This is an optimization exercise on Yosys and OpenROAD, whose aim is small area and few clock cycles per item, not a production implementation. The RTL was checked by simulation tests, not by an equivalence proof against the original design. Power figures rest on the tool's default switching activity, not on a simulated workload.

==> flow/design.v <==
package spq_pkg;
  localparam int Depth  = 16;
  localparam int DataW  = 32;
  localparam int PrioW  = 16;
  localparam int CountW = $clog2(Depth + 1);
  localparam logic [1:0] StInserted = 2'd0;
  localparam logic [1:0] StRemoved  = 2'd1;
  localparam logic [1:0] StEmpty    = 2'd2;
  localparam logic [1:0] StFull     = 2'd3;
  localparam logic OpInsert = 1'b0;
  localparam logic OpRemove = 1'b1;
endpackage
module spq_cell #(
  parameter logic [3:0] Init = 4'd0
) (
  input  logic        clk_i,
  input  logic        rst_ni,
  input  logic        wr_i,        
  input  logic [31:0] cmd_data_i,
  input  logic [15:0] cmd_prio_i,
  input  logic [4:0]  count_i,     
  input  logic        pend_i,      
  input  logic        pend2_i,     
  input  logic [4:0]  held_i,      
  input  logic [15:0] pend_prio_i,
  input  logic        late_head_i,  
  input  logic [3:0]  depth_i,     
  output logic        behind_o,    
  output logic        ahead_o,     
  output logic        late_ahead_o,  
  output logic        free_o,      
  output logic [31:0] data_o
);
  localparam int DataW = spq_pkg::DataW;
  localparam int PrioW = spq_pkg::PrioW;
  logic [3:0]       depth_q;
  logic [DataW-1:0] data_q;
  logic [PrioW-1:0] prio_q;
  logic             new_q;         
  logic             late_q;        
  logic             late, valid, ge, ahead;
  function automatic logic ge16(input logic [15:0] a, input logic [15:0] b);
    logic c;
    c = 1'b1;
    for (int i = 0; i < 16; i++) c = (a[i] & ~b[i]) | (a[i] & c) | (~b[i] & c);
    ge16 = c;
  endfunction
  function automatic logic lt5(input logic [4:0] a, input logic [4:0] b);
    logic lt, eq;
    lt = 1'b0;
    eq = 1'b1;
    for (int i = 4; i >= 0; i--) begin
      lt = lt | (eq & ~a[i] & b[i]);
      eq = eq & ~(a[i] ^ b[i]);
    end
    lt5 = lt;
  endfunction
  function automatic logic [3:0] inc4(input logic [3:0] a);
    inc4 = {a[3] ^ (&a[2:0]), a[2] ^ (&a[1:0]), a[1] ^ a[0], ~a[0]};
  endfunction
  assign valid = lt5({1'b0, depth_q}, held_i);
  assign ge    = ge16(prio_q, pend_prio_i);
  assign ahead = pend_i && valid && ge;
  assign late  = pend2_i && late_q;
  assign free_o = (depth_q == count_i[3:0]) && !(late && !late_head_i);
  always_ff @(posedge clk_i or negedge rst_ni) begin
    if (!rst_ni) begin
      depth_q <= Init;
    end else begin
      depth_q <= late ? depth_i : (ahead ? inc4(depth_q) : depth_q);
    end
  end
  always_ff @(posedge clk_i) begin
    new_q  <= wr_i && free_o;
    late_q <= new_q;
    if (wr_i && free_o) begin
      data_q <= cmd_data_i;
      prio_q <= cmd_prio_i;
    end
  end
  assign behind_o = valid && !ge;
  assign ahead_o  = ahead;
  assign late_ahead_o = late && ahead;
  assign data_o   = data_q;
endmodule
module sorted_priority_queue_unit (
  input  logic              clk_i,
  input  logic              rst_ni,
  input  logic              start,
  output logic              busy,
  input  logic              operation_i,
  input  logic [31:0]       entry_data_i,
  input  logic [15:0]       entry_priority_i,
  output logic              done_o,
  output logic [31:0]       result_data_o,
  output logic [1:0]        status_o,
  output logic [4:0]        entry_count_o
);
  localparam int Depth = spq_pkg::Depth;
  localparam int DataW = spq_pkg::DataW;
  localparam int PrioW = spq_pkg::PrioW;
  localparam int CountW = spq_pkg::CountW;
  localparam logic [1:0] StInserted = spq_pkg::StInserted;
  localparam logic [1:0] StRemoved = spq_pkg::StRemoved;
  localparam logic [1:0] StEmpty = spq_pkg::StEmpty;
  localparam logic [1:0] StFull = spq_pkg::StFull;
  localparam logic OpInsert = spq_pkg::OpInsert;
  logic [Depth-1:0]       slot_behind, slot_ahead, slot_late_ahead, slot_free;
  logic [DataW-1:0]       slot_data [Depth];
  logic                   accept, full, empty, ins, rem;
  logic [CountW-1:0]      count_q, held;
  logic [Depth-1:0]       behind_q;
  logic                   late_head_q;
  logic [3:0]             depth, depth_inc, late_depth;
  logic                   done_q, removed_q, pend_q, pend2_q;
  logic [PrioW-1:0]       pend_prio_q;
  logic [1:0]             status_q, status_d;
  logic [DataW-1:0]       result;
  assign busy   = 1'b0;
  assign accept = start;
  assign full   = count_q[4];
  assign empty  = (count_q == '0);
  assign ins    = accept && (operation_i == OpInsert) && !full;
  assign rem    = accept && (operation_i != OpInsert) && !empty;
  assign held = count_q - CountW'(pend_q);
  for (genvar g = 0; g < Depth; g++) begin : g_slot
    spq_cell #(.Init(4'(g))) u_cell (
      .clk_i       (clk_i),
      .rst_ni      (rst_ni),
      .wr_i        (ins),
      .cmd_data_i  (entry_data_i),
      .cmd_prio_i  (entry_priority_i),
      .count_i     (count_q),
      .pend_i      (pend_q),
      .pend2_i     (pend2_q),
      .held_i      (held),
      .pend_prio_i (pend_prio_q),
      .late_head_i (late_head_q),
      .depth_i     (late_depth),
      .behind_o    (slot_behind[g]),
      .ahead_o     (slot_ahead[g]),
      .late_ahead_o (slot_late_ahead[g]),
      .free_o      (slot_free[g]),
      .data_o      (slot_data[g])
    );
  end
  always_comb begin
    logic [1:0] s2 [8];
    logic [2:0] s4 [4];
    logic [3:0] s8 [2];
    for (int i = 0; i < 8; i++) s2[i] = {1'b0, behind_q[2*i]} + {1'b0, behind_q[2*i+1]};
    for (int i = 0; i < 4; i++) s4[i] = {1'b0, s2[2*i]} + {1'b0, s2[2*i+1]};
    for (int i = 0; i < 2; i++) s8[i] = {1'b0, s4[2*i]} + {1'b0, s4[2*i+1]};
    depth = s8[0] + s8[1];
  end
  assign depth_inc  = depth + 4'd1;
  assign late_depth = (|slot_late_ahead) ? depth_inc : depth;
  always_comb begin
    if (operation_i == OpInsert) status_d = full ? StFull : StInserted;
    else                         status_d = empty ? StEmpty : StRemoved;
  end
  always_ff @(posedge clk_i or negedge rst_ni) begin
    if (!rst_ni) begin
      count_q   <= '0;
      done_q    <= 1'b0;
      removed_q <= 1'b0;
      pend_q    <= 1'b0;
      pend2_q   <= 1'b0;
    end else begin
      done_q    <= accept;
      removed_q <= rem;
      pend_q    <= ins;
      pend2_q   <= pend_q;
      if (ins)      count_q <= count_q + 1'b1;
      else if (rem) count_q <= count_q - 1'b1;
    end
  end
  always_ff @(posedge clk_i) begin
    pend_prio_q <= entry_priority_i;
    behind_q    <= slot_behind;
    late_head_q <= !(|slot_ahead);
    status_q    <= status_d;
  end
  always_comb begin
    result = '0;
    for (int i = 0; i < Depth; i++) begin
      if (slot_free[i]) result = result | slot_data[i];
    end
  end
  assign done_o        = done_q;
  assign result_data_o = removed_q ? result : '0;
  assign status_o      = status_q;
  assign entry_count_o = count_q;
endmodule
==> flow/flow/run.sh <==
#!/bin/bash
# The standard layout (standard.sh), with two changes: clock tree synthesis
# inserts no dummy loads, and the port buffers are buf_1 cells.
set -euo pipefail
export CTS_ARGS="-sink_clustering_enable -repair_clock_nets -dont_use_dummy_load -sink_clustering_size 8 -sink_clustering_max_diameter 50 -buf_list sky130_fd_sc_hd__clkbuf_4"
export BUFFER_PORTS_ARGS="-buffer_cell sky130_fd_sc_hd__buf_1"
bash standard.sh > standard.log 2>&1
==> flow/standard.sh <==
#!/bin/bash
# synth_recipe.tcl (not shown) runs the flow's synth.tcl, then flattens the netlist and writes it again
# the make line also repeats each setting of config.mk as NAME=value (left out here)
make -C /OpenROAD-flow-scripts/flow DESIGN_CONFIG=/design/flow/config.mk WORK_HOME=/design/flow/orfs CLKGATE_MAP_FILE= SYNTH_SCRIPT=/design/flow/synth_recipe.tcl "${@:-finish}"
==> flow/config.mk <==
export PLATFORM = sky130hd
export DESIGN_NAME = sorted_priority_queue_unit
export DESIGN_NICKNAME = sorted_priority_queue_unit
export VERILOG_FILES = /design/flow/design.v
export SDC_FILE = /design/flow/constraint.sdc
export NUM_CORES = 4
export LEC_CHECK = 0
export CAP_MARGIN = 20
export CORE_MARGIN = 2
export CORE_UTILIZATION = 60
export CTS_BUF_LIST = sky130_fd_sc_hd__clkbuf_8
export CTS_CLUSTER_DIAMETER = 60
export CTS_CLUSTER_SIZE = 12
export PLACE_DENSITY = 0.7
export SLEW_MARGIN = 20
==> flow/constraint.sdc <==
create_clock -name core_clock -period 5.0 [get_ports {clk_i}]
set_input_delay 1.0000 -clock core_clock [delete_from_list [all_inputs] [get_ports {clk_i}]]
set_output_delay 1.0000 -clock core_clock [all_outputs]
set_load 0.01 [all_outputs]
==> results of run 1 <==
per-layer routing:
metal	up-vias	wire [µm]
li1	10560	-
met1	12310	40900
met2	1427	47370
met3	240	10640
met4	8	3574
met5	-	46
report_power, final:
group | total, W | internal [W] | switching (W)
logic | 0.00979 | 0.00341 | 0.00638
registers | 0.00928 | 0.00879 | 0.000495
clock network | 0.00358 | 0.00124 | 0.00234
final cells by class:
class	instances	area (µm²)	share of cell area, %
Antenna cell	6	15.01	0.03692
Inverter	80	300.3	0.7384
Multi-Input combinational cell	1501	10830	26.64
Tap cell	846	1059	2.603
Sequential cell	908	26270	64.60
Clock buffer	135	1013	2.492
Timing Repair Buffer	168	1174	2.886
sequential cells by signal, summed over array words and instances (netlist names):
register and count:
behind_q 16, g_slot.u_cell.prio_q 256, removed_q 1, g_slot.u_cell.new_q 16, g_slot.u_cell.depth_q 64, pend_prio_q 16, late_head_q 1, g_slot.u_cell.late_q 16
done_q 1, pend2_q 1, status_q 2, g_slot.u_cell.data_q 512, pend_q 1, count_q 5
through the flow:
stage	instances	hold slack, ns	area (µm²)	power (W)	setup WS, ns
floorplan	2613	0.3096	37830	0.01529	0.6632
global placement	3503	0.3096	39630	0.01888	0.5193
detailed placement	3503	0.3121	39630	0.01906	0.4168
CTS	3638	0.1355	40650	0.02256	0.1112
global route	3642	0.1896	40660	0.02373	0.01190
finish	3644	0.1885	40670	0.02265	0.1071
cell families (layout without fill, tap and decap cells):
group,Yosys count,count (layout)
DFF,908,908
and+or+nand+nor,513,513
other,1,7
muxes,40,40
adders and majority gates,112,112
buffers and inverters,204,383
AOI/OAI and AO/OA,726,726
xor gates and xnor gates,109,109
path summary, 6_finish.rpt:
check / from / end / slack, ns / cells after the start
hold reg to reg: g_slot[9].u_cell.new_q$_DFF_P_ / g_slot[9].u_cell.late_q$_DFF_P_ / 0.33 / 0
max in group asynchronous: rst_ni / removed_q$_DFF_PN0_ / 4.04 / 1
setup / recovery: late_head_q$_DFF_P_ / result_data_o[3] / 0.11 / 8
setup reg to reg: pend_prio_q[1]$_DFF_P_ / g_slot[3].u_cell.depth_q[1]$_DFFE_PN1P_ / 0.66 / 12
hold / removal: rst_ni / g_slot[1].u_cell.depth_q[3]$_DFFE_PN0P_ / 0.19 / 1
min in group core_clock: start / done_q$_DFF_PN0_ / 0.23 / 1
placed cells by master, fill, tap and decap left out, types with 11 or more instances in the layout:
master	instances
xnor2_1	37
maj3_1	50
o221ai_1	13
ha_1	43
o22ai_1	49
o21ai_0	114
buf_4	58
o211ai_1	14
xor2_1	69
o21ai_1	19
fa_1	11
buf_12	20
o31ai_1	20
dfstp_2	32
edfxtp_1	768
dfrtp_1	39
a22o_1	69
nor2_1	59
nand3_1	76
nor4_2	17
mux2_2	28
nor3_1	14
o21a_1	36
dfxtp_1	67
nand2b_1	54
mux2i_1	11
a21oi_1	64
nor2b_1	72
inv_1	66
a22oi_1	148
buf_1	90
clkbuf_4	135
a221oi_1	76
nand2_1	153
worst max-delay path: cells and delay by family (launching register included):
family                 cells  cell delay (ns)
and+or+nand+nor            2             0.45
AOI/OAI and AO/OA          4             0.77
DFF                        1             0.90
buffers and inverters      2             0.82
==> out/metrics.csv, run 1 <==
metric,value,unit
status,"complete, no violations",
grt_antenna_before_repair,10,
dominantRegCellSynth,edfxtp_1,
rsz0062_at_grt,no,
yosysTopAreaCellShare,60.96,%
synth-simple-area-share,7.005,%
clock-sinks,908,
crit_required,4.00,ns
startpoint_type,register,
yosys_warnings,24,
fmax,204.4,MHz
gr-max-usage-layer,met2,
min_period_over_period,97.86,%
synth_enable_flop_cells,768,
cts_root_buf,clkbuf_4,
vias_per_cell,6.736,
drive_above_1_share,12.54,%
synth_largest_area_cell,edfxtp_1,
cts_resized,1,
fp.dieH,255.1,µm
grtUsageMet1,45.48,%
fin_nets,2900,
use_met3,5.776,%
yosysMostFrequentCell,edfxtp_1,
first_iter_violations,2840,
cts-buffers-inserted,135,
synth_top_family_by_area,compound AO/OA/AOI/OAI gates,
cts_hold_buffers,0,
powerDensity,556.9,nW/µm²
post-dp-hpwl,58420,µm
fillCellCount,4553,
async_flop_share,8.040,%
cts_buffer_depth,3,
wl_per_cell,28.14,µm
min_path_type,in -> async,
grt_usage,31.97,%
slowest_delay,0.90,ns
synth-seq-area-share,69.44,%
grt_pass1_vias,23740,
path_clk_slew,0.10,ns
drv_cap,0,
drv_slew,0,
finalHoldViolCount,0,
netlist_top_cells_count,"768 x edfxtp_1, 153 x nand2_1, 148 x a22oi_1, 114 x o21ai_0",
crit_arrival,3.89,ns
final_util,64.82,%
fin_skew,0.1055,ns
setup_tns,0,ns
synth_adder_area_share,3.565,%
port-buffer-count,91,
synth_seq_cells,908,
slew_headroom,24.09,%
cts_tree,built,
globalRouteMet2Util,49.29,%
dieArea,65080,µm²
syn_area_per_cell,14.48,µm²
grt-ovfl-total,0,
slowest_stage,dfxtp_1,
core-area,62740,µm²
routed_wl,102500,µm
num_rows,92,
h-tree-depth,4,
postCtsSetupRepairBufs,0,
synth-compound-area-share,13.95,%
yosys-top-cells-area,"edfxtp_1 61%, dfxtp_1 3.5%, a22oi_1 2.9%, dfrtp_1 2.7%, dfstp_2 2.2%",
synth_xor_area_share,2.543,%
die_w,255.1,µm
drtPass1Iterations,6,
place_congestion,0.9248,
endpoint_kind,output port,
worstPathMaxFanout,33,
clkLatencyLatePin,1.01,ns
synthCells,2613,
start_util,60.31,%
vias,24550,
syn_nets,2719,
ys_types,91,
grt_first_pass_wirelength,150200,µm
io_pins,93,
area_growth,7.494,%
p_leak,13.66,nW
synth.cell_area,37830,µm²
drc,0,
ant_nets,0,
worst_slew_pin_slew,1.139,ns
grt_start_max_net_pins,74,
min_period,4.893,ns
critPathKind,reg -> out,
crit_chain,o21ai_0 > nor4_2 > buf_4 > a22o_1 > a221oi_1 > nand3_1 > o21a_1 > buf_1,
synth_mux_area_share,1.184,%
ir_drop,1411,µV
setup_viol,0,
Testbench counts, summed over its fixed seeds: cycles 24,008, requests 24,000.
==> run 2: changes to the inputs <==
==> flow/flow/run.sh (replaced) <==
#!/bin/bash
# The standard layout (standard.sh), with two changes: clock tree synthesis
# inserts no dummy loads, and the port buffers are buf_1 cells.
set -euo pipefail
export CTS_ARGS="-sink_clustering_enable -repair_clock_nets -dont_use_dummy_load -sink_clustering_size 12 -sink_clustering_max_diameter 60 -buf_list sky130_fd_sc_hd__clkbuf_8"
export BUFFER_PORTS_ARGS="-buffer_cell sky130_fd_sc_hd__buf_1"
bash standard.sh > standard.log 2>&1
--- a/flow/config.mk
+++ b/flow/config.mk
@@ -7,3 +7,3 @@
 export LEC_CHECK = 0
-export CAP_MARGIN = 20
+export CAP_MARGIN = 0
 export CORE_MARGIN = 2
@@ -13,3 +13,4 @@
 export CTS_CLUSTER_SIZE = 12
+export GPL_TIMING_DRIVEN = 0
 export PLACE_DENSITY = 0.7
-export SLEW_MARGIN = 20
+export SLEW_MARGIN = 0
==> run 2 against run 1 <==
  * The layout now fails its checks (setup timing)
  * Final area grew 1.9%
  * Clock skew shrank 0.049 ns
  * Hold slack gained 0.14 ns
  * Sequential share of layout area shrank 1.2 points
  * Clock power rose by 8.4%
  * Maximum frequency fell by 2.8%
  * Register-to-register slack got worse by 0.61 ns
  * Sequential cell count is the same
  * Die area stayed put
  * Non-clock buffer count is 88 higher
  * Global-route usage increased by 3.1 points
  * Via count grew 2.6%
==> out/metrics.csv, run 2 <==
metric,value,unit
path_clk_slew,0.08,ns
grt_first_pass_wirelength,161900,µm
drv_cap,0,
cts_root_buf,clkbuf_8,
grt_antenna_before_repair,8,
yosysTopAreaCellShare,60.96,%
fin_skew,0.05638,ns
fp.dieH,255.1,µm
syn_nets,2719,
final_cell_area,41450,µm²
crit_required,4.00,ns
cts_tree,built,
dominantRegCellSynth,edfxtp_1,
grt_pass1_vias,23880,
dp.cells,3581,
start_util,60.31,%
cts_buffer_depth,3,
synthCells,2613,
place_area,39860,µm²
ant_nets,0,
ir_drop,970.1,µV
power_frac_clock,15.6,%
p_total,0.02497,W
p_leak,14.02,nW
async_flop_share,8.040,%
cts-buffers-inserted,86,
layout_setup_ws,-0.03333,ns
largestRegisters,"g_slot.u_cell.data_q (512), g_slot.u_cell.prio_q (256), g_slot.u_cell.depth_q (64)",
endpoint_kind,output port,
clkLatencyLatePin,0.72,ns
final_cell_mix,"768 x edfxtp_1, 152 x nand2_1, 148 x a22oi_1",
synth.cell_area,37830,µm²
min_path_type,reg -> reg,
fin_nets,2939,
synth_largest_area_cell,edfxtp_1,
place_congestion,0.9369,
cts_hold_buffers,0,
status,finished with violations,
swShare,42.52,%
slew_headroom,15.35,%
so_faults,setup timing,
p_switching,0.01062,W
setup_viol,1,
rsz0062_at_grt,yes,
synth-seq-area-share,69.44,%
h-tree-depth,3,
fmax,198.7,MHz
yosys-top-cells-area,"edfxtp_1 61%, dfxtp_1 3.5%, a22oi_1 2.9%, dfrtp_1 2.7%, dfstp_2 2.2%",
routed_wl,113400,µm
post-dp-hpwl,71260,µm
num_rows,92,
vias,25170,
min_period,5.033,ns
crit_arrival,4.03,ns
drc,0,
ys_types,91,
fillCellCount,4362,
worst_slew_pin_slew,1.270,ns
dieArea,65080,µm²
startpoint_type,register,
seq_area,26270,µm²
place_ws,-1.855,ns
netlist_top_cells_count,"768 x edfxtp_1, 153 x nand2_1, 148 x a22oi_1, 114 x o21ai_0",
die_w,255.1,µm
yosys_warnings,24,
layout_commonest_cell,edfxtp_1,
io_pins,93,
internal_power,0.01435,W
syn_area_per_cell,14.48,µm²
clock-sinks,908,
seq_power_share,37.1,%
top_register,g_slot.u_cell.data_q,
port-buffer-count,91,
finalHoldViolCount,0,
first_iter_violations,3825,
core-area,62740,µm²
largest_reg_flops,512,
vias_per_cell,6.835,
drtPass1Iterations,6,
min_period_over_period,100.7,%
whs,0.3301,ns
p_comb_share,47.4,%
powerDensity,602.4,nW/µm²
grt-ovfl-total,0,
critPathKind,reg -> out,
grt_start_max_net_pins,50,
wl_per_cell,30.80,µm
area_growth,9.571,%
synth_enable_flop_cells,768,
drv_slew,0,
multiInputGateArea,10990,µm²
synth_seq_cells,908,
stdcell_count,3683,
grt_usage,35.05,%
worstPathMaxFanout,10,
drive_above_1_share,13.49,%
yosysMostFrequentCell,edfxtp_1,
[run 2: cell counts after synthesis]
Identical to the previous run, type by type.
[run 2: power by group through the flow]
stage / clock network (W) / logic [W] / registers [W]
final: 0.00388 / 0.0118 / 0.00925
after CTS: 0.00389 / 0.0114 / 0.00923
after global placement: 0 / 0.00985 / 0.00939
after detailed placement: 0 / 0.0103 / 0.00940
after global routing: 0.00416 / 0.0123 / 0.00931
after floorplan: 0 / 0.00601 / 0.00929
[run 2: final cells by class]
cell class	instances	area share, %
plain buffers	122	1.729
multi-input cells	1501	26.51
inverters	80	0.7244
flip-flops and latches	908	63.38
clock buffers	86	2.855
diodes	6	0.03622
well taps	846	2.554
repair buffers	134	2.212
[run 2: metal layers]
metal / vias up / global-route usage, % / wire, µm
met5: - / 0 / 44
met1: 12520 / 49.92 / 43080
met4: 8 / 15.77 / 4917
met3: 267 / 6.966 / 14540
li1: 10600 / - / -
met2: 1781 / 52.81 / 50840
[run 2: what timing repair did]
item,CTS,global route
setup buffers,11,1
endpoints found under the setup margin,379,83
gates resized for setup,107,38
pin swaps,7,1
[run 2: worst max-delay path, cell delays in order, from the launching register on]
cell      delay, ns
dfxtp_1        0.59
clkbuf_2       0.37
o21ai_0        0.21
nor4_4         0.33
buf_1          0.98
a22oi_1        0.27
nand3_1        0.17
o21a_1         0.21
buf_1          0.18
[run 2: path summary, 6_finish.rpt]
| kind | start | endpoint | slack [ns] | cells after the start |
|---|---|---|---|---|
| max | late_head_q$_DFF_P_ | result_data_o[2] | -0.03 | 8 |
| min reg2reg | g_slot[4].u_cell.new_q$_DFF_P_ | g_slot[4].u_cell.late_q$_DFF_P_ | 0.33 | 0 |
| max reg2reg | pend_prio_q[13]$_DFF_P_ | g_slot[10].u_cell.depth_q[0]$_DFFE_PN0P_ | 0.05 | 14 |
| max in group asynchronous | rst_ni | g_slot[14].u_cell.depth_q[1]$_DFFE_PN1P_ | 3.77 | 2 |
| min in group asynchronous | rst_ni | g_slot[1].u_cell.depth_q[2]$_DFFE_PN0P_ | 0.40 | 1 |
| min | g_slot[4].u_cell.new_q$_DFF_P_ | g_slot[4].u_cell.late_q$_DFF_P_ | 0.33 | 0 |
[run 2: per-stage QoR]
step                setup TNS (ns)  util [%]
floorplan                        0         -
global placement          -2433.78     62.54
detailed placement         -247.73     63.53
CTS                              0     65.96
global route              -0.01349     66.07
finish                    -0.03333     66.08
[run 2: cells by family after synthesis]
group                      Yosys count  synth area share [%]
and+or+nand+nor                    513                 7.005
AOI/OAI and AO/OA                  726                 13.95
adders and majority gates          112                 3.565
DFF                                908                 69.44
buffers and inverters              204                 2.305
other                                1              0.009912
muxes                               40                 1.184
xor gates and xnor gates           109                 2.543
==> run 3: changes to the inputs <==
--- a/flow/config.mk
+++ b/flow/config.mk
@@ -7,3 +7,3 @@
 export LEC_CHECK = 0
-export CAP_MARGIN = 0
+export CAP_MARGIN = 20
 export CORE_MARGIN = 2
@@ -13,4 +13,3 @@
 export CTS_CLUSTER_SIZE = 12
-export GPL_TIMING_DRIVEN = 0
 export PLACE_DENSITY = 0.7
-export SLEW_MARGIN = 0
+export SLEW_MARGIN = 20
==> run 3 against run 2 <==
  * Sequential power increased by 0.4%
  * The run now finishes clean
  * Setup slack improved by 0.29 ns
  * Clock skew increased by 0.053 ns
  * Synthesized cell count unchanged
  * Global-route usage decreased by 3.4 points
  * Sequential cell count unchanged
  * Combinational power decreased by 17%
  * Final area decreased by 1.5%
  * Wire length decreased by 9.9%
  * Utilization decreased by 0.97 points
  * Die area unchanged
  * Clock-buffer cell count increased by 1
==> out/metrics.csv, run 3 <==
metric,value,unit
yosysTopAreaCellShare,60.96,%
worstPathMaxFanout,33,
finalHoldViolCount,0,
fp.dieH,255.1,µm
drtPass1Iterations,6,
start_util,60.31,%
die_w,255.1,µm
fillCellCount,4519,
grt_start_max_net_pins,74,
layout_commonest_cell,edfxtp_1,
min_period_over_period,94.85,%
clkLatencyLatePin,0.73,ns
final_cell_mix,"768 x edfxtp_1, 153 x nand2_1, 148 x a22oi_1",
synth_seq_cells,908,
fin_skew,0.1096,ns
vias,24190,
place_congestion,0.9248,
cts_root_buf,clkbuf_8,
path_clk_slew,0.08,ns
drive_above_1_share,10.97,%
first_iter_violations,2905,
path_buf_inv,2,
p_leak,13.67,nW
fmax,210.9,MHz
synthCells,2613,
routed_wl,102200,µm
worst_slew_pin_slew,1.158,ns
ant_nets,0,
netlist_top_cells_count,"768 x edfxtp_1, 153 x nand2_1, 148 x a22oi_1, 114 x o21ai_0",
area_growth,7.964,%
port-buffer-count,91,
min_path_type,reg -> reg,
synth_largest_area_cell,edfxtp_1,
status,"complete, no violations",
cp_top_family,compound AO/OA/AOI/OAI gates,
setup_viol,0,
slew_headroom,22.78,%
grt-ovfl-total,0,
io_pins,93,
postCtsSetupRepairBufs,0,
crit_arrival,3.74,ns
yosys-top-cells-area,"edfxtp_1 61%, dfxtp_1 3.5%, a22oi_1 2.9%, dfrtp_1 2.7%, dfstp_2 2.2%",
crit_required,4.00,ns
drv_cap,0,
largest_reg_flops,512,
rsz0062_at_grt,no,
final_cell_area,40850,µm²
top_register,g_slot.u_cell.data_q,
powerDensity,560.9,nW/µm²
post-dp-hpwl,58420,µm
largestRegisters,"g_slot.u_cell.data_q (512), g_slot.u_cell.prio_q (256), g_slot.u_cell.depth_q (64)",
drc,0,
cts-buffers-inserted,87,
async_flop_share,8.040,%
grt_pass1_vias,23270,
slowest_delay,0.90,ns
num_rows,92,
cts_tree,built,
syn_nets,2719,
place_area,39630,µm²
core-area,62740,µm²
endpoint_kind,output port,
cts_buffer_depth,3,
syn_area_per_cell,14.48,µm²
ir_drop,1350,µV
synth_enable_flop_cells,768,
ys_types,91,
dominantRegCellSynth,edfxtp_1,
vias_per_cell,6.729,
grt_usage,31.63,%
yosysMostFrequentCell,edfxtp_1,
startpoint_type,register,
yosys_warnings,24,
synth.cell_area,37830,µm²
synth-seq-area-share,69.44,%
slowest_stage,dfrtp_1,
crit_chain,nand2_1 > o21ai_0 > nor4_2 > buf_12 > a22o_1 > a221oi_1 > nand3_1 > o21a_1 > buf_1,
drv_slew,0,
cts_hold_buffers,0,
clock-sinks,908,
cts_resized,0,
wl_per_cell,28.44,µm
fin_nets,2852,
h-tree-depth,3,
grt_antenna_before_repair,9,
setup_tns,0,ns
grt_first_pass_wirelength,149200,µm
min_period,4.742,ns
critPathKind,reg -> out,
dieArea,65080,µm²
[run 3: cell types whose count changed in the layout (fill, tap and decap cells not counted), moves of 10 or more]
cell      before  now
buf_2         31    0
clkbuf_2      31    0
clkbuf_4      17    0
clkbuf_1      16    0
buf_12         7   20
buf_4         48   58
[run 3: worst paths after layout]
kind / startpoint / endpoint / slack, ns / cells after the start
max: pend2_q$_DFF_PN0_ / result_data_o[15] / 0.26 / 9
min: g_slot[9].u_cell.new_q$_DFF_P_ / g_slot[9].u_cell.late_q$_DFF_P_ / 0.33 / 0
max reg2reg: pend_prio_q[1]$_DFF_P_ / g_slot[12].u_cell.depth_q[1]$_DFFE_PN0P_ / 0.66 / 12
min reg2reg: g_slot[9].u_cell.new_q$_DFF_P_ / g_slot[9].u_cell.late_q$_DFF_P_ / 0.33 / 0
max in group asynchronous: rst_ni / removed_q$_DFF_PN0_ / 3.78 / 1
min in group asynchronous: rst_ni / g_slot[1].u_cell.depth_q[3]$_DFFE_PN0P_ / 0.49 / 1
[run 3: final cells by class]
type	count	area (µm²)	area share, %
diodes	4	10.01	0.02451
clock buffers	87	1197	2.932
inverters	80	300.3	0.7352
multi-input cells	1501	10830	26.52
flip-flops and latches	908	26270	64.32
well taps	846	1059	2.592
repair buffers	168	1174	2.873
[run 3: cell families after synthesis]
| group | Yosys count | share of synthesized area [%] |
|---|---|---|
| buf+inv | 204 | 2.305 |
| fa+ha+maj | 112 | 3.565 |
| simple gates | 513 | 7.005 |
| mux | 40 | 1.184 |
| other cells | 1 | 0.009912 |
| xor+xnor | 109 | 2.543 |
| compound gates | 726 | 13.95 |
| flops | 908 | 69.44 |
[run 3: metrics by stage]
stage / util (%) / setup slack [ns] / hold WS (ns) / total power (W) / cells
3_3_place_gp: 63.17 / 0.5193 / 0.3096 / 0.01888 / 3503
6_report: 65.11 / 0.2577 / 0.3296 / 0.02291 / 3594
3_5_place_dp: 63.17 / 0.4168 / 0.3121 / 0.01906 / 3503
5_1_grt: 65.10 / 0.1465 / 0.3331 / 0.02398 / 3593
4_1_cts: 65.08 / 0.3056 / 0.3288 / 0.02282 / 3590
2_1_floorplan: - / 0.6632 / 0.3096 / 0.01529 / 2613
[run 3: routing by layer]
layer	track usage (%)	vias to the layer above	part of all wire, %
li1	-	10400	-
met1	45.41	12150	40
met2	49.34	1412	46
met3	5.492	219	10
met4	11.11	8	3.3
met5	0	-	0.047
[run 3: power by group]
part,switching [W],internal [W],leakage [nW],total [W]
clock,0.00230,0.00155,0.626,0.00385
combinational,0.00636,0.00341,4.73,0.00977
sequential,0.000496,0.00879,8.32,0.00929
total,0.00916,0.0138,13.7,0.0229
==> run 4: changes to the inputs <==
==> flow/flow/run.sh (replaced) <==
#!/bin/bash
# The standard layout (standard.sh), with two changes: clock tree synthesis
# inserts no dummy loads, and the port buffers are buf_1 cells.
set -euo pipefail
export CTS_ARGS="-sink_clustering_enable -repair_clock_nets -dont_use_dummy_load -sink_clustering_size 6 -sink_clustering_max_diameter 40 -buf_list {sky130_fd_sc_hd__clkbuf_2 sky130_fd_sc_hd__clkbuf_4}"
export BUFFER_PORTS_ARGS="-buffer_cell sky130_fd_sc_hd__buf_1"
bash standard.sh > standard.log 2>&1
--- a/flow/config.mk
+++ b/flow/config.mk
@@ -10,5 +10,5 @@
 export CORE_UTILIZATION = 60
-export CTS_BUF_LIST = sky130_fd_sc_hd__clkbuf_8
-export CTS_CLUSTER_DIAMETER = 60
-export CTS_CLUSTER_SIZE = 12
+export CTS_BUF_LIST = sky130_fd_sc_hd__clkbuf_2 sky130_fd_sc_hd__clkbuf_4
+export CTS_CLUSTER_DIAMETER = 40
+export CTS_CLUSTER_SIZE = 6
 export PLACE_DENSITY = 0.7
==> run 4 against run 3 <==
  * Final area increased by 0.32%
  * Wire length increased by 0.99%
  * Die area unchanged
  * Hold slack got worse by 0.19 ns
  * Clock-buffer cell count increased by 89
  * Global-route usage increased by 0.60 points
  * Utilization increased by 0.21 points
  * Via count increased by 2.3%
  * Cell count increased by 2.6%
  * Critical path depth decreased by 1
  * Sequential power about the same
==> out/metrics.csv, run 4 <==
metric,value,unit
startpoint_type,register,
grt_antenna_before_repair,8,
cts_root_buf,clkbuf_4,
p_total,0.02314,W
synthCells,2613,
vias,24740,
port-buffer-count,91,
synth_largest_area_cell,edfxtp_1,
largest_reg_flops,512,
io_pins,93,
seq_power_share,40.1,%
slowest_stage,dfxtp_1,
fillCellCount,4566,
layout_commonest_cell,edfxtp_1,
worstPathMaxFanout,33,
finalHoldViolCount,0,
post-dp-hpwl,58420,µm
synth_seq_cells,908,
vias_per_cell,6.711,
cp_top_family,flip-flops,
grt-ovfl-total,0,
grt_first_pass_wirelength,151300,µm
num_rows,92,
syn_area_per_cell,14.48,µm²
slew_headroom,24.57,%
synth_mux_area_share,1.184,%
yosys-top-cells-area,"edfxtp_1 61%, dfxtp_1 3.5%, a22oi_1 2.9%, dfrtp_1 2.7%, dfstp_2 2.2%",
setup_tns,0,ns
ir_drop,1375,µV
status,"complete, no violations",
path_clk_slew,0.07,ns
slowest_delay,0.89,ns
path_buf_inv,2,
synth_adder_area_share,3.565,%
drv_cap,0,
core-area,62740,µm²
synth.cell_area,37830,µm²
place_congestion,0.9248,
start_util,60.31,%
yosys_warnings,24,
cts_tree,built,
clkLatencyLatePin,1.08,ns
yosysTopAreaCellShare,60.96,%
min_period,4.910,ns
crit_chain,o21ai_0 > nor4_2 > buf_4 > a22o_1 > a221oi_1 > nand3_1 > o21a_1 > buf_1,
synth-seq-area-share,69.44,%
crit_required,4.00,ns
worst_slew_pin_slew,1.132,ns
endpoint_kind,output port,
synth_top_family_by_area,compound AO/OA/AOI/OAI gates,
gr-max-usage-layer,met2,
seq_area,26270,µm²
ys_types,91,
drv_slew,0,
cts-buffers-inserted,176,
synth-simple-area-share,7.005,%
fp.dieH,255.1,µm
p_leak,13.85,nW
fmax,203.6,MHz
first_iter_violations,2911,
dieArea,65080,µm²
power_frac_clock,17.6,%
synth_enable_flop_cells,768,
cts_buffer_depth,3,
min_period_over_period,98.21,%
p_switching,0.009334,W
grtUsageMet1,44.97,%
top_register,g_slot.u_cell.data_q,
use_met3,7.139,%
grt_usage,32.23,%
final_cell_mix,"768 x edfxtp_1, 176 x clkbuf_4, 153 x nand2_1",
clock-sinks,908,
multiInputGateArea,10830,µm²
area_growth,8.314,%
grt_start_max_net_pins,74,
synth-compound-area-share,13.95,%
ant_nets,0,
internal_power,0.01381,W
dominantRegCellSynth,edfxtp_1,
grt_pass1_vias,24090,
routed_wl,103200,µm
die_w,255.1,µm
fin_nets,2941,
fin_skew,0.1534,ns
drtPass1Iterations,6,
async_flop_share,8.040,%
swShare,40.33,%
largestRegisters,"g_slot.u_cell.data_q (512), g_slot.u_cell.prio_q (256), g_slot.u_cell.depth_q (64)",
powerDensity,564.8,nW/µm²
wl_per_cell,28.01,µm
cts_hold_buffers,0,
p_comb_share,42.3,%
drive_above_1_share,13.80,%
min_path_type,in -> reg,
synth_xor_area_share,2.543,%
critPathKind,reg -> out,
syn_nets,2719,
setup_viol,0,
drc,0,
crit_arrival,3.91,ns
yosysMostFrequentCell,edfxtp_1,
globalRouteMet2Util,49.15,%
h-tree-depth,4,
netlist_top_cells_count,"768 x edfxtp_1, 153 x nand2_1, 148 x a22oi_1, 114 x o21ai_0",
[run 4: per-layer routing]
metal / part of all wire (%) / vias up / wire, µm
met4: 3.8 / 6 / 3893
met3: 11 / 257 / 11670
met1: 39 / 12270 / 40570
met2: 46 / 1562 / 47060
met5: 0.033 / - / 34
li1: - / 10640 / -
[run 4: power by group through the flow]
stage | clock network (W) | registers, W | logic [W]
after floorplan | 0 | 0.00929 | 0.00601
after global placement | 0 | 0.00941 | 0.00947
after detailed placement | 0 | 0.00944 | 0.00962
after CTS | 0.00413 | 0.00927 | 0.00967
after global routing | 0.00443 | 0.00934 | 0.0105
final | 0.00407 | 0.00929 | 0.00978
[run 4: layout make-up]
class                      count  share of cell area [%]
antenna                        7                 0.04275
clock buffer                 176                   3.224
inverter                      80                  0.7328
multi-input combinational   1501                   26.44
sequential                   908                   64.11
tap                          846                   2.583
timing repair buffer         168                   2.864
[run 4: worst paths after layout]
check | startpoint | endpoint | slack, ns | depth (start not counted)
max in group asynchronous | rst_ni | removed_q$_DFF_PN0_ | 4.08 | 1
max reg2reg | pend_prio_q[1]$_DFF_P_ | g_slot[14].u_cell.depth_q[1]$_DFFE_PN1P_ | 0.57 | 12
max | late_head_q$_DFF_P_ | result_data_o[3] | 0.09 | 8
min | start | done_q$_DFF_PN0_ | 0.14 | 1
min in group asynchronous | rst_ni | g_slot[1].u_cell.depth_q[3]$_DFFE_PN0P_ | 0.15 | 1
min reg2reg | g_slot[2].u_cell.new_q$_DFF_P_ | g_slot[2].u_cell.late_q$_DFF_P_ | 0.32 | 0
[run 4: kinds of logic after synthesis]
group                      Yosys count
xor gates and xnor gates           109
other                                1
buffers and inverters              204
and+or+nand+nor                    513
muxes                               40
AOI/OAI and AO/OA                  726
adders and majority gates          112
DFF                                908
[run 4: through the flow]
| step | area (µm²) | hold slack, ns | setup slack [ns] | instances | utilization (%) |
|---|---|---|---|---|---|
| 2_1_floorplan | 37830 | 0.3096 | 0.6632 | 2613 | - |
| 3_3_place_gp | 39630 | 0.3096 | 0.5193 | 3503 | 63.17 |
| 3_5_place_dp | 39630 | 0.3121 | 0.4168 | 3503 | 63.17 |
| 4_1_cts | 40950 | 0.03337 | 0.08029 | 3679 | 65.28 |
| 5_1_grt | 40980 | 0.1206 | -0.01504 | 3686 | 65.32 |
| 6_report | 40980 | 0.1361 | 0.08954 | 3686 | 65.32 |
[run 4: repair_timing]
action | CTS | global route
resized for setup | 1 | 0
setup buffers | 0 | 0
endpoints found under the setup margin | 6 | 0
==> run 5: changes to the inputs <==
==> flow/flow/run.sh (replaced) <==
#!/bin/bash
# The standard layout (standard.sh), with two changes: clock tree synthesis
# inserts no dummy loads, and the port buffers are buf_1 cells.
set -euo pipefail
export CTS_ARGS="-sink_clustering_enable -repair_clock_nets -dont_use_dummy_load -sink_clustering_size 9 -sink_clustering_max_diameter 45 -buf_list sky130_fd_sc_hd__clkbuf_4"
export BUFFER_PORTS_ARGS="-buffer_cell sky130_fd_sc_hd__buf_1"
bash standard.sh > standard.log 2>&1
--- a/flow/config.mk
+++ b/flow/config.mk
@@ -9,7 +9,7 @@
 export CORE_MARGIN = 2
-export CORE_UTILIZATION = 60
-export CTS_BUF_LIST = sky130_fd_sc_hd__clkbuf_2 sky130_fd_sc_hd__clkbuf_4
-export CTS_CLUSTER_DIAMETER = 40
-export CTS_CLUSTER_SIZE = 6
-export PLACE_DENSITY = 0.7
+export CORE_UTILIZATION = 70
+export CTS_BUF_LIST = sky130_fd_sc_hd__clkbuf_4
+export CTS_CLUSTER_DIAMETER = 45
+export CTS_CLUSTER_SIZE = 9
+export PLACE_DENSITY = 0.8
 export SLEW_MARGIN = 20
==> run 5 against run 4 <==
  * Largest power group unchanged
  * Largest cell class unchanged
  * Hold slack improved by 0.042 ns
  * Critical path type unchanged
  * Sequential cell count is the same
  * Clock-buffer cell count fell by 60
  * Critical endpoint is now result_data_o[30]
  * Critical path depth up 2
  * Cell count is 5.9% lower
  * Maximum frequency up 2.2%
  * Still clean
  * Combinational power barely moved
==> out/metrics.csv, run 5 <==
metric,value,unit
drv_cap,0,
ys_types,91,
grt_pass1_vias,24260,
synth_enable_flop_cells,768,
fp.dieH,236.5,µm
ant_nets,0,
largest_reg_flops,512,
dp.cells,3352,
path_clk_slew,0.10,ns
yosysMostFrequentCell,edfxtp_1,
clkLatencyLatePin,0.92,ns
rr_endpoint,g_slot[0].u_cell.depth_q[1]$_DFFE_PN0P_,
drv_slew,0,
synthCells,2613,
syn_area_per_cell,14.48,µm²
slowest_delay,0.49,ns
grt_antenna_before_repair,4,
postCtsSetupRepairBufs,0,
die_w,236.5,µm
synth-simple-area-share,7.005,%
crit_arrival,3.81,ns
drive_above_1_share,11.87,%
seq_area,26270,µm²
r2r_setup_slack,0.43,ns
slowest_stage,dfrtp_1,
cts_tree,built,
drc,0,
yosys-top-cells-area,"edfxtp_1 61%, dfxtp_1 3.5%, a22oi_1 2.9%, dfrtp_1 2.7%, dfstp_2 2.2%",
finalHoldViolCount,0,
grt_start_max_net_pins,50,
swShare,40.78,%
startpoint_type,register,
ir_drop,1695,µV
netlist_top_cells_count,"768 x edfxtp_1, 153 x nand2_1, 148 x a22oi_1, 114 x o21ai_0",
clock-sinks,908,
slew_headroom,23.26,%
synth_adder_area_share,3.565,%
multiInputGateArea,10820,µm²
reg2reg_depth,16,
top_register,g_slot.u_cell.data_q,
drtPass1Iterations,6,
vias_per_cell,7.108,
start_util,70.58,%
place_congestion,0.9162,
p_switching,0.009129,W
io_pins,93,
cts-buffers-inserted,116,
synth_xor_area_share,2.543,%
cpMostUsedCell,buf_4,
synth-compound-area-share,13.95,%
p_total,0.02238,W
post-dp-hpwl,59200,µm
grt_usage,36.31,%
cts_resized,1,
fmax,208.1,MHz
internal_power,0.01326,W
fillCellCount,3303,
dominantRegCellSynth,edfxtp_1,
fin_nets,2880,
cts_root_buf,clkbuf_4,
critPathKind,reg -> out,
crit_chain,buf_4 > xnor2_1 > o21ai_0 > nor4_2 > buf_6 > buf_4 > a22oi_1 > nand3_1 > o21a_1 > buf_1,
p_comb_share,43.7,%
layout_commonest_cell,edfxtp_1,
synth.cell_area,37830,µm²
rsz0062_at_grt,no,
synth_mux_area_share,1.184,%
cts_hold_buffers,0,
worstPathMaxFanout,21,
num_rows,85,
core-area,53600,µm²
routed_wl,100200,µm
final_cell_mix,"768 x edfxtp_1, 153 x nand2_1, 148 x a22oi_1",
synth-seq-area-share,69.44,%
area_growth,6.555,%
min_path_type,in -> async,
synth_top_family_by_area,compound AO/OA/AOI/OAI gates,
status,"complete, no violations",
first_iter_violations,3459,
dieArea,55920,µm²
stdcell_count,3470,
synth_largest_area_cell,edfxtp_1,
vias,24670,
syn_nets,2719,
powerDensity,555.3,nW/µm²
grt_first_pass_wirelength,149600,µm
port-buffer-count,91,
power_frac_clock,14.8,%
h-tree-depth,3,
whs,0.1779,ns
grt-ovfl-total,0,
setup_viol,0,
r2r-start,count_q[0]$_DFFE_PN0P_,
p_leak,13.56,nW
fin_skew,0.05939,ns
yosysTopAreaCellShare,60.96,%
wl_per_cell,28.88,µm
min_period,4.806,ns
largestRegisters,"g_slot.u_cell.data_q (512), g_slot.u_cell.prio_q (256), g_slot.u_cell.depth_q (64)",
worst_slew_pin_slew,1.151,ns
async_flop_share,8.040,%
cts_buffer_depth,3,
setup_tns,0,ns
yosys_warnings,24,
final_util,75.21,%
synth_seq_cells,908,
crit_required,4.00,ns
min_period_over_period,96.11,%
endpoint_kind,output port,
seq_power_share,41.5,%
==> run 5: cell counts after synthesis <==
Identical to the previous run, type by type.
==> run 5: cell families (layout without fill, tap and decap cells) <==
family,Yosys count,count (layout)
and+or+nand+nor,513,513
muxes,40,40
other,1,3
adders and majority gates,112,112
buffers and inverters,204,363
DFF,908,908
xor gates and xnor gates,109,109
AOI/OAI and AO/OA,726,726
==> run 5: per-stage QoR <==
step / instance area [µm²] / setup WS [ns]
6_report: 40310 / 0.1945
5_1_grt: 40310 / 0.02874
4_1_cts: 40300 / 0.09857
3_5_place_dp: 39430 / 0.5414
3_3_place_gp: 39430 / 0.6518
2_1_floorplan: 37830 / 0.6632
==> run 5: how the worst max path moves through the flow <==
stage / to / from / slack [ns]
global placement: g_slot[0].u_cell.depth_q[1]$_DFFE_PN0P_ / count_q[0]$_DFFE_PN0P_ / 0.65
finish: result_data_o[30] / count_q[3]$_DFFE_PN0P_ / 0.19
global route: result_data_o[30] / count_q[3]$_DFFE_PN0P_ / 0.03
CTS: result_data_o[30] / count_q[3]$_DFFE_PN0P_ / 0.1
floorplan: g_slot[4].u_cell.depth_q[3]$_DFFE_PN0P_ / count_q[1]$_DFFE_PN0P_ / 0.66
detailed placement: g_slot[12].u_cell.depth_q[1]$_DFFE_PN0P_ / pend_q$_DFF_PN0_ / 0.54
==> run 5: metal layers <==
layer  vias up  track usage (%)  part of all wire (%)
li1      10510                -                     -
met1     12020            50.37                    36
met2      1802            56.86                    47
met3       329            6.587                    12
met4         4            17.13                   4.6
met5         -                0                 0.025
==> run 5: layout make-up <==
type,count,share of cell area [%]
sequential,908,65.17
multi-input combinational,1501,26.85
timing repair buffer,167,2.902
clock buffer,116,2.160
tap,696,2.160
inverter,80,0.7449
antenna,2,0.01242
==> run 5: power by group through the flow <==
stage | combinational, W | clock [W] | sequential [W]
after detailed placement | 0.00954 | 0 | 0.00944
after global placement | 0.00919 | 0 | 0.00941
final | 0.00978 | 0.00332 | 0.00929
after CTS | 0.00959 | 0.00333 | 0.00927
after global routing | 0.0103 | 0.00363 | 0.00935
after floorplan | 0.00601 | 0 | 0.00929
==> run 5: critical path: cells and delay by family (launching register included) <==
kind,cells,cell delay (ns)
buffers and inverters,4,1.28
AND/OR/NAND/NOR,2,0.50
flip-flops,1,0.49
AO/OA/AOI/OAI,3,0.48
XOR/XNOR,1,0.16
==> run 6: changes to the inputs <==
==> flow/flow/run.sh (replaced) <==
#!/bin/bash
# The standard layout (standard.sh), with two changes: clock tree synthesis
# inserts no dummy loads, and the port buffers are buf_1 cells.
set -euo pipefail
export CTS_ARGS="-sink_clustering_enable -repair_clock_nets -dont_use_dummy_load -sink_clustering_size 10 -sink_clustering_max_diameter 50 -buf_list sky130_fd_sc_hd__clkbuf_4"
export BUFFER_PORTS_ARGS="-buffer_cell sky130_fd_sc_hd__buf_1"
bash standard.sh > standard.log 2>&1
--- a/flow/config.mk
+++ b/flow/config.mk
@@ -11,4 +11,4 @@
 export CTS_BUF_LIST = sky130_fd_sc_hd__clkbuf_4
-export CTS_CLUSTER_DIAMETER = 45
-export CTS_CLUSTER_SIZE = 9
+export CTS_CLUSTER_DIAMETER = 50
+export CTS_CLUSTER_SIZE = 10
 export PLACE_DENSITY = 0.8
==> run 6 against run 5 <==
  * Register-to-register slack better by 0.09 ns
  * Sequential cell count did not move
  * Maximum frequency decreased by 0.19%
  * Largest power group unchanged
  * Sequential share of layout area rose by 0.14 points
  * Cell count fell by 0.32%
  * Highest routed layer unchanged
  * Wire length fell by 0.70%
  * Critical endpoint unchanged
  * Sequential power barely moved
  * Synthesized area unchanged
  * Non-clock buffer count stayed put
  * Clock skew grew 0.067 ns
==> out/metrics.csv, run 6 <==
metric,value,unit
status,"complete, no violations",
slew_headroom,25.97,%
io_pins,93,
worst_slew_pin_slew,1.110,ns
final_cell_mix,"768 x edfxtp_1, 153 x nand2_1, 148 x a22oi_1",
crit_required,4.00,ns
path_clk_slew,0.11,ns
setup_tns,0,ns
worstPathMaxFanout,21,
grt_pass1_vias,24140,
p_total,0.02222,W
first_iter_violations,3603,
cts-buffers-inserted,103,
crit_arrival,3.81,ns
startpoint_type,register,
synth_largest_area_cell,edfxtp_1,
dominantRegCellSynth,edfxtp_1,
synth-compound-area-share,13.95,%
min_path_type,in -> async,
drc,0,
synth_xor_area_share,2.543,%
synth_mux_area_share,1.184,%
fin_nets,2867,
highest_layer,met5,
yosysMostFrequentCell,edfxtp_1,
drtPass1Iterations,5,
powerDensity,552.2,nW/µm²
top_register,g_slot.u_cell.data_q,
postCtsSetupRepairBufs,0,
grt_start_max_net_pins,50,
cts_hold_buffers,0,
vias_per_cell,7.109,
setup_viol,0,
wl_met1,36090,µm
min_period,4.815,ns
cts_resized,1,
synth_seq_cells,908,
synth_top_family_by_area,compound AO/OA/AOI/OAI gates,
cts_buffer_depth,3,
h-tree-depth,3,
yosys-top-cells-area,"edfxtp_1 61%, dfxtp_1 3.5%, a22oi_1 2.9%, dfrtp_1 2.7%, dfstp_2 2.2%",
dr_wl_met3,12520,µm
area_growth,6.330,%
place_ws,0.5414,ns
layout_setup_ws,0.1855,ns
synth.cell_area,37830,µm²
die_w,236.5,µm
cts_tree,built,
synth-seq-area-share,69.44,%
grt_antenna_before_repair,4,
fmax,207.7,MHz
whs,0.1459,ns
yosys_warnings,24,
critPathKind,reg -> out,
synthCells,2613,
post-dp-hpwl,59200,µm
yosysTopAreaCellShare,60.96,%
dieArea,55920,µm²
rsz0062_at_grt,no,
drv_slew,0,
start_util,70.58,%
finalHoldViolCount,0,
num_rows,85,
synth_enable_flop_cells,768,
routed_wl,99510,µm
largestRegisters,"g_slot.u_cell.data_q (512), g_slot.u_cell.prio_q (256), g_slot.u_cell.depth_q (64)",
drv_cap,0,
port-buffer-count,91,
grt_usage,36.10,%
largest_reg_flops,512,
grt-ovfl-total,0,
layout_commonest_cell,edfxtp_1,
synth_adder_area_share,3.565,%
grt_first_pass_wirelength,148600,µm
syn_area_per_cell,14.48,µm²
dr_wl_met2,46300,µm
netlist_top_cells_count,"768 x edfxtp_1, 153 x nand2_1, 148 x a22oi_1, 114 x o21ai_0",
wl_per_cell,28.77,µm
endpoint_kind,output port,
fin_skew,0.1268,ns
p_leak,13.51,nW
place_congestion,0.9162,
ys_types,91,
final_cell_area,40230,µm²
ir_drop,1687,µV
clock-sinks,908,
place_area,39430,µm²
async_flop_share,8.040,%
clkLatencyLatePin,0.97,ns
fp.dieH,236.5,µm
ant_nets,0,
synth-simple-area-share,7.005,%
drive_above_1_share,11.49,%
vias,24590,
cts_root_buf,clkbuf_4,
min_period_over_period,96.29,%
syn_nets,2719,
core-area,53600,µm²
[run 6: changes by cell type in the layout (fill, tap and decap cells not counted), sizes merged]
cell and delta:
diode +2, clkbuf -13
[run 6: critical path: stages (launching register included)]
cell and delay (ns):
dfrtp_1 0.49, buf_4 0.40, xnor2_1 0.16, o21ai_0 0.12
nor4_2 0.35, buf_6 0.35, buf_4 0.33, a22oi_1 0.16
nand3_1 0.16, o21a_1 0.21, buf_1 0.18
[run 6: kinds of logic after synthesis]
group / after synthesis
compound gates: 726
xor+xnor: 109
fa+ha+maj: 112
buf+inv: 204
flops: 908
mux: 40
other cells: 1
simple gates: 513
[run 6: final cells by class]
cell class	count	area, µm²
diodes	4	10.01
clock buffers	103	773.2
repair buffers	167	1170
flip-flops and latches	908	26270
multi-input cells	1501	10830
well taps	696	870.8
fillers	3313	13370
inverters	80	300.3
[run 6: final timing paths]
kind                            cells after the start                            from                                  endpoint  slack, ns
min in group core_clock                             1                           start                          done_q$_DFF_PN0_       0.25
worst min register to register                      0  g_slot[6].u_cell.new_q$_DFF_P_           g_slot[6].u_cell.late_q$_DFF_P_       0.34
worst max-delay path                               10          count_q[3]$_DFFE_PN0P_                         result_data_o[30]       0.19
worst max register to register                     12          pend_prio_q[3]$_DFF_P_   g_slot[0].u_cell.depth_q[1]$_DFFE_PN0P_       0.52
max in group asynchronous                           2                          rst_ni  g_slot[14].u_cell.depth_q[3]$_DFFE_PN1P_       3.93
worst min-delay path                                1                          rst_ni                          pend_q$_DFF_PN0_       0.15
[run 6: report_power, final]
group | leakage [nW] | internal (W) | switching (W) | total, W
logic | 4.72 | 0.00341 | 0.00636 | 0.00977
clock network | 0.474 | 0.000942 | 0.00221 | 0.00316
registers | 8.31 | 0.00879 | 0.000503 | 0.00929
total | 13.5 | 0.0131 | 0.00908 | 0.0222
[run 6: metal layers]
layer / GRT usage [%] / vias up
li1: - / 10470
met1: 50.13 / 11990
met2: 56.60 / 1795
met3: 6.657 / 332
met4: 16.55 / 2
met5: 0 / -
[run 6: per-stage QoR]
step / util [%] / cells
2_1_floorplan: - / 2613
3_3_place_gp: 73.56 / 3352
3_5_place_dp: 73.56 / 3352
4_1_cts: 75.01 / 3455
5_1_grt: 75.05 / 3459
6_report: 75.05 / 3459
==> run 7: changes to the inputs <==
==> flow/run.sh (new file) <==
#!/bin/bash
# synth_recipe.tcl (not shown) runs the flow's synth.tcl, then flattens the netlist and writes it again
# the make line also repeats each setting of config.mk as NAME=value (left out here)
make -C /OpenROAD-flow-scripts/flow DESIGN_CONFIG=/design/flow/config.mk WORK_HOME=/design/flow/orfs CLKGATE_MAP_FILE= SYNTH_SCRIPT=/design/flow/synth_recipe.tcl finish
--- a/flow/config.mk
+++ b/flow/config.mk
@@ -11,4 +11,4 @@
 export CTS_BUF_LIST = sky130_fd_sc_hd__clkbuf_4
-export CTS_CLUSTER_DIAMETER = 50
-export CTS_CLUSTER_SIZE = 10
+export CTS_CLUSTER_DIAMETER = 45
+export CTS_CLUSTER_SIZE = 8
 export PLACE_DENSITY = 0.8
removed: flow/flow/run.sh
removed: flow/standard.sh
==> run 7 against run 6 <==
  * Still clean on timing, DRC and antenna
  * Die area did not move
  * Clock skew shrank 0.069 ns
  * Maximum frequency fell by 2.8%
  * Critical path type unchanged
==> out/metrics.csv, run 7 <==
metric,value,unit
status,"complete, no violations",
vias,25380,
grt_start_max_net_pins,74,
grt_pass1_vias,24810,
grt-ovfl-total,0,
yosysTopAreaCellShare,60.96,%
synth_seq_cells,908,
largest_reg_flops,512,
crit_arrival,3.95,ns
place_congestion,0.9693,
grt_first_pass_wirelength,152300,µm
powerDensity,578.0,nW/µm²
ir_drop,1073,µV
fmax,201.9,MHz
netlist_top_cells_count,"768 x edfxtp_1, 153 x nand2_1, 148 x a22oi_1, 114 x o21ai_0",
drv_slew,0,
fillCellCount,3018,
cts_buffer_depth,3,
cts-buffers-inserted,135,
dominantRegCellSynth,edfxtp_1,
final_cell_mix,"768 x edfxtp_1, 184 x clkbuf_4, 151 x nand2_1",
fp.dieH,236.5,µm
synthCells,2613,
cp_top_family,compound AO/OA/AOI/OAI gates,
largestRegisters,"g_slot.u_cell.data_q (512), g_slot.u_cell.prio_q (256), g_slot.u_cell.depth_q (64)",
syn_nets,2719,
synth_largest_area_cell,edfxtp_1,
endpoint_kind,output port,
top_register,g_slot.u_cell.data_q,
grt_usage,36.91,%
path_clk_slew,0.10,ns
p_leak,14.48,nW
drc,0,
rsz0062_at_grt,yes,
core-area,53600,µm²
startpoint_type,register,
slowest_stage,clkdlybuf4s50_1,
p_total,0.02437,W
port-buffer-count,91,
io_pins,93,
finalHoldViolCount,0,
min_period_over_period,99.04,%
die_w,236.5,µm
min_path_type,in -> async,
clock-sinks,908,
grt_antenna_before_repair,4,
drv_cap,0,
worstPathMaxFanout,17,
wl_per_cell,29.13,µm
slew_headroom,31.68,%
drive_above_1_share,15.72,%
yosys_warnings,24,
vias_per_cell,7.060,
path_buf_inv,3,
area_growth,11.46,%
async_flop_share,8.040,%
yosysMostFrequentCell,edfxtp_1,
post-dp-hpwl,60190,µm
cts_tree,built,
stdcell_count,3595,
critPathKind,reg -> out,
synth-seq-area-share,69.44,%
ys_types,91,
synth_enable_flop_cells,768,
cts_root_buf,clkbuf_4,
yosys-top-cells-area,"edfxtp_1 61%, dfxtp_1 3.5%, a22oi_1 2.9%, dfrtp_1 2.7%, dfstp_2 2.2%",
drtPass1Iterations,6,
cts_hold_buffers,0,
slowest_delay,0.50,ns
dieArea,55920,µm²
whs,0.1404,ns
syn_area_per_cell,14.48,µm²
clkLatencyLatePin,1.04,ns
dp.cells,3366,
layout_commonest_cell,edfxtp_1,
setup_viol,0,
crit_chain,buf_4 > nand2_2 > o21ai_1 > nor4_4 > bufbuf_16 > a22o_1 > a221oi_1 > nand3_1 > o21a_1 > clkdlybuf4s50_1,
routed_wl,104700,µm
synth.cell_area,37830,µm²
num_rows,85,
first_iter_violations,3609,
fin_skew,0.05774,ns
crit_required,4.00,ns
ant_nets,0,
worst_slew_pin_slew,1.025,ns
fin_nets,2935,
start_util,70.58,%
h-tree-depth,4,
min_period,4.952,ns
==> run 7: cell counts after synthesis <==
Identical to the previous run, type by type.
==> run 7: where the power goes <==
group	total (W)	internal (W)	switching (W)
clock	0.00434	0.00184	0.00250
sequential	0.00931	0.00879	0.000521
combinational	0.0107	0.00402	0.00670
==> run 7: per-layer routing <==
layer	track usage, %	part of all wire [%]	up-vias
met4	17.63	4.4	2
met2	56.52	47	1920
li1	-	-	10670
met1	51.49	36	12440
met5	0	0.011	-
met3	7.857	13	341
==> run 7: per-stage QoR <==
stage               util [%]  TNS (ns)  instance area [µm²]  setup WS [ns]
floorplan                  -         0                37830         0.6632
global placement       75.08         0                40240         0.7779
detailed placement     75.08         0                40240         0.7084
CTS                    78.00  -0.09266                41810       -0.03661
global route           78.66   -0.2121                42170       -0.06026
finish                 78.67         0                42170        0.04817
==> run 7: what timing repair did <==
item | CTS | global route
endpoints found under the hold margin | 0 | 0
setup buffers | 0 | 16
pin swaps | 3 | 10
endpoints found under the setup margin | 32 | 26
gates cloned | 0 | 6
resized for setup | 8 | 25
==> run 7: cell families after synthesis <==
| group | Yosys count | share of synthesized area, % |
|---|---|---|
| muxes | 40 | 1.184 |
| adders and majority gates | 112 | 3.565 |
| buffers and inverters | 204 | 2.305 |
| AOI/OAI and AO/OA | 726 | 13.95 |
| and+or+nand+nor | 513 | 7.005 |
| xor gates and xnor gates | 109 | 2.543 |
| other | 1 | 0.009912 |
| DFF | 908 | 69.44 |
==> run 7: cell type report <==
cell class	instances	area [µm²]	share of cell area [%]
clock inverters	18	160.2	0.3798
well taps	696	870.8	2.065
inverters	80	300.3	0.7121
multi-input cells	1501	10890	25.82
flip-flops and latches	908	26280	62.33
clock buffers	184	1381	3.276
diodes	5	12.51	0.02967
repair buffers	203	2272	5.388
==> run 7: final timing paths <==
path | slack (ns) | to | start | depth (start not counted)
worst max-delay path | 0.05 | result_data_o[2] | pend2_q$_DFF_PN0_ | 10
worst min-delay path | 0.14 | g_slot[1].u_cell.depth_q[1]$_DFFE_PN0P_ | rst_ni | 1
worst max register to register | 0.55 | g_slot[4].u_cell.depth_q[1]$_DFFE_PN0P_ | pend_prio_q[12]$_DFF_P_ | 12
worst min register to register | 0.31 | g_slot[13].u_cell.late_q$_DFF_P_ | g_slot[13].u_cell.new_q$_DFF_P_ | 0
max in group asynchronous | 4.12 | pend2_q$_DFF_PN0_ | rst_ni | 1
min in group core_clock | 0.31 | g_slot[13].u_cell.late_q$_DFF_P_ | g_slot[13].u_cell.new_q$_DFF_P_ | 0
==> run 7: worst reg2reg max path: stages (launching register included) <==
cell,delay [ns]
dfxtp_1,0.73
nor2b_1,0.15
a2111oi_1,0.62
o211ai_1,0.21
nor4_1,0.61
a2111o_1,0.35
o221ai_2,0.15
a2111oi_4,0.26
a41oi_2,0.20
or3_4,0.44
mux2i_4,0.16
buf_4,0.27
mux2i_1,0.13

re-timing with driven ports:
Ports are ideal in the flow. The routed layouts listed here were re-timed in OpenROAD. Step 1: set_driving_cell puts a clkbuf_16 on clk_i and a buf_2 on each other input, an assumption about the parent block. Step 2 moves the port delays by t, midway between the first and last clock arrival at a register: inputs arrive t later, outputs are due t later. That takes back most of the time a late clock gives input paths. Three values: ideal ports, drivers, drivers and shift; two values: the first two.
run	shift t [ns]	setup WS [ns]	clock arrival spread, ns
run 1	1.013	0.107 / 0.045 / 0.656	0.122 / 0.122
run 2	0.752	-0.033 / -0.099 / 0.053	0.066 / 0.065
run 3	0.739	0.258 / 0.192 / 0.662	0.110 / 0.109
run 4	1.057	0.090 / 0.027 / 0.573	0.164 / 0.164
run 5	0.938	0.194 / 0.134 / 0.425	0.085 / 0.085
run 6	0.968	0.185 / 0.124 / 0.516	0.136 / 0.135
run 7	1.071	0.048 / -0.012 / 0.554	0.067 / 0.066
